What follows belongs to an exercise in optimizing a design on an open flow for small area and a short achievable clock period; a production flow would make more cautious choices. In this exercise RTL edits were held to simulation tests only and were not proved equivalent to the original. Power is estimated from default activity; no workload was simulated.

## xenon
==> flow/design.v (excerpt) <==
module pifo_pop_collector_top (
  input  logic        i_clk,
  input  logic        i_arst_n,
  input  logic [3:0]  i_pop_req,
  input  logic [7:0]  i_pop_req_tree_id,
  input  logic [3:0]  i_is_level0_pop,
  input  logic [7:0]  i_tree_id,
  input  logic [63:0] i_pop_data,
  output logic        o_valid,
  input  logic        i_ready,
  output logic [1:0]  o_tree_id,
  output logic [15:0] o_data,
  output logic        o_empty_pop,
  output logic [4:0]  o_count,
  output logic [31:0] o_outstanding,
  output logic        o_overflow,
  output logic        o_unexpected,
  input  logic        i_clr_err
);
Settings: LEC_CHECK=0, CAP_MARGIN=20, CORE_MARGIN=2, CORE_UTILIZATION=65, CTS_BUF_LIST=sky130_fd_sc_hd__clkbuf_8, CTS_CLUSTER_DIAMETER=50, CTS_CLUSTER_SIZE=14, GPL_TIMING_DRIVEN=0, SETUP_SLACK_MARGIN=4.2, SLEW_MARGIN=20, SYNTH_HIERARCHICAL=1, SYNTH_MINIMUM_KEEP_SIZE=0, TNS_END_PERCENT=0; clock period 7.0 ns.
standard.sh (not shown) runs the stock make flow with config.mk's settings and CLKGATE_MAP_FILE= SYNTH_SCRIPT=/design/flow/synth_recipe.tcl, a recipe that flattens the netlist after the stock synthesis.
==> flow/flow/run.sh <==
#!/bin/bash
set -euo pipefail
export BUFFER_PORTS_ARGS="-buffer_cell sky130_fd_sc_hd__buf_1"
bash standard.sh > standard_flow.log 2>&1
Input changes introduced in amber (baseline for comparison: xenon):
--- a/flow/design.v
+++ b/flow/design.v
@@ -97,21 +97,20 @@
   output logic [TREE_NUM-1:0][CNTW-1:0] o_outstanding,
   output logic                     o_overflow,
   output logic                     o_unexpected,
   input  logic                     i_clr_err
 );
   localparam int EW = TREE_NUM_BITS + DW;    
   localparam int NB = 4;                     
   localparam int HB = CNTW - 2;              
   logic [EW-1:0]     r_mem [0:DEPTH-1];
   logic [EW-1:0]     r_head;
-  logic              r_head_ones;
   logic [AW-1:0]     r_rd_ptr;
   logic [AW-1:0]     r_wr_ptr;    
   logic [AW:0]       r_count;
   logic              r_valid;
   logic [CNTW-1:0]   r_outstanding [0:TREE_NUM-1];
   logic              r_overflow;
   logic              r_unexpected;
   logic [3:0]        p;
   assign p = i_is_level0_pop;
   logic [AW-1:0]     w_wr_ptr;
@@ -202,43 +201,45 @@
     end
     pifo_ohmux20 u_head (
       .s (w_head_sel),
       .d ({w_lane_d[3][i], w_lane_d[2][i], w_lane_d[1][i], w_lane_d[0][i], col}),
       .y (w_head_d[i])
     );
   end
   always_ff @(posedge i_clk) begin
     if (w_fire | w_cnt0) begin
       r_head      <= w_head_d;
-      r_head_ones <= &w_head_d[DW-1:0];
     end
   end
   logic [HB-1:0]     w_out_hi [0:TREE_NUM-1];   
   logic [1:0]        w_out_lo [0:TREE_NUM-1];   
   logic              w_unexp;
   logic [TREE_NUM-1:0] w_up, w_dn;
   logic [HB-1:0]     w_tog_u [0:TREE_NUM-1];   
   logic [HB-1:0]     w_tog_d [0:TREE_NUM-1];   
   logic [1:0]        w_f1 [0:TREE_NUM-1];    
   logic [1:0]        w_f2 [0:TREE_NUM-1];
   logic [1:0]        w_f3 [0:TREE_NUM-1];
   logic [1:0]        w_f4 [0:TREE_NUM-1];    
   logic [1:0]        w_f5 [0:TREE_NUM-1];    
   logic [1:0]        w_f6 [0:TREE_NUM-1];    
   for (genvar t = 0; t < TREE_NUM; t++) begin : g_cnt
-    logic [NB-1:0] inc, ndec;
+    logic [NB-1:0] inc, ndec, rmatch;
     always_comb begin
       for (int l = 0; l < NB; l++) begin
-        inc[l]  = i_pop_req[l] & (i_pop_req_tree_id[l] == TREE_NUM_BITS'(t));
-        ndec[l] = ~(p[l] & (i_tree_id[l] == TREE_NUM_BITS'(t)));
+        inc[l]    = i_pop_req[l] & (i_pop_req_tree_id[l] == TREE_NUM_BITS'(t));
+        rmatch[l] = (i_tree_id[l] == TREE_NUM_BITS'(t));
       end
     end
+    for (genvar l = 0; l < NB; l++) begin : g_dec
+      pifo_nand2 u_ndec (.a(p[l]), .b(rmatch[l]), .y(ndec[l]));
+    end
     pifo_fa u_f1 (.a(inc[0]),  .b(inc[1]),  .c(inc[2]),  .s(w_f1[t][0]), .co(w_f1[t][1]));
     pifo_fa u_f2 (.a(inc[3]),  .b(ndec[0]), .c(ndec[1]), .s(w_f2[t][0]), .co(w_f2[t][1]));
     pifo_fa u_f3 (.a(ndec[2]), .b(ndec[3]), .c(r_outstanding[t][0]), .s(w_f3[t][0]), .co(w_f3[t][1]));
     pifo_fa u_f4 (.a(w_f1[t][0]), .b(w_f2[t][0]), .c(w_f3[t][0]), .s(w_f4[t][0]), .co(w_f4[t][1]));
     pifo_fa u_f5 (.a(w_f1[t][1]), .b(w_f2[t][1]), .c(w_f3[t][1]), .s(w_f5[t][0]), .co(w_f5[t][1]));
     pifo_fa u_f6 (.a(w_f5[t][0]), .b(w_f4[t][1]), .c(r_outstanding[t][1]), .s(w_f6[t][0]), .co(w_f6[t][1]));
     for (genvar i = 0; i < HB; i++) begin : g_bit
       pifo_tog u_tog (
         .h  (r_outstanding[t][i+2]),
         .up (w_up[t]), .u (w_tog_u[t][i]),
@@ -353,21 +354,21 @@
       r_wr_ptr <= w_wr_nxt;
       r_count <= w_count_nxt;
       r_valid <= w_valid_nxt;
       for (int t = 0; t < TREE_NUM; t++) r_outstanding[t] <= {w_out_hi[t], w_out_lo[t]};
       r_overflow   <= w_drop  | (r_overflow   & ~i_clr_err);
       r_unexpected <= w_unexp | (r_unexpected & ~i_clr_err);
     end
   end
   assign o_valid      = r_valid;
   assign {o_tree_id, o_data} = r_head;
-  assign o_empty_pop  = r_head_ones;
+  assign o_empty_pop  = &r_head[DW-1:0];
   assign o_count      = r_count;
   assign o_overflow   = r_overflow;
   assign o_unexpected = r_unexpected;
   always_comb begin
     for (int t = 0; t < TREE_NUM; t++) o_outstanding[t] = r_outstanding[t];
   end
 endmodule
 module pifo_pop_collector_top (
   input  logic        i_clk,
   input  logic        i_arst_n,
### Flow results
- amber vs. xenon: die width climbed about 0.4%, power decreased by 15% relative to the old numbers, distinct cell type count of the synthesized netlist rose about 16%, number of cells in the finished layout apart from fillers now sits higher, amount of wire on met3 after detailed routing moved up.
- Setup slack of the critical path after layout: amber > xenon
- The logic depth of the worst setup path including buffers of amber is lower than that of xenon.
- Summary of amber over xenon: sequential-to-total area share from yosys stat now sits lower, final layout net count now sits higher, portion of total power attributed to combinational logic now sits lower, routed wire length per instance now sits higher.
- In terms of layout sequential cell count, xenon and amber differ only marginally.
- In the flow results for xenon and amber, the transition time of the tightest slew-check pin is smaller on xenon.

separate check: timing with driven ports:
The results above use ideal ports. As a check the final layouts listed here were re-extracted and re-timed, cells and wires unchanged.
Step 1 sets driving cells, clkbuf_16 on the clock port and buf_2 on the other inputs (assumed; they add their load-dependent delay and slew).
Step 2 also shifts input and output timing later by t, the mid clock arrival at the registers, as if the neighbouring blocks saw the same clock.
Three values: no drivers, after step 1, after step 2; two values: the first two.
run	t (ns)	setup slack, ns	worst setup path at the end	worst data-port slew with drivers (ns)
xenon	0.602	3.845 / 3.851 / 3.249	input to register	0.09
amber	0.611	3.960 / 3.960 / 3.432	input to register	0.09
After both steps setup and hold are still met in every run listed. The setup slack of xenon, which loses most, moves by +0.006 ns with the drivers and by -0.596 ns with both steps.
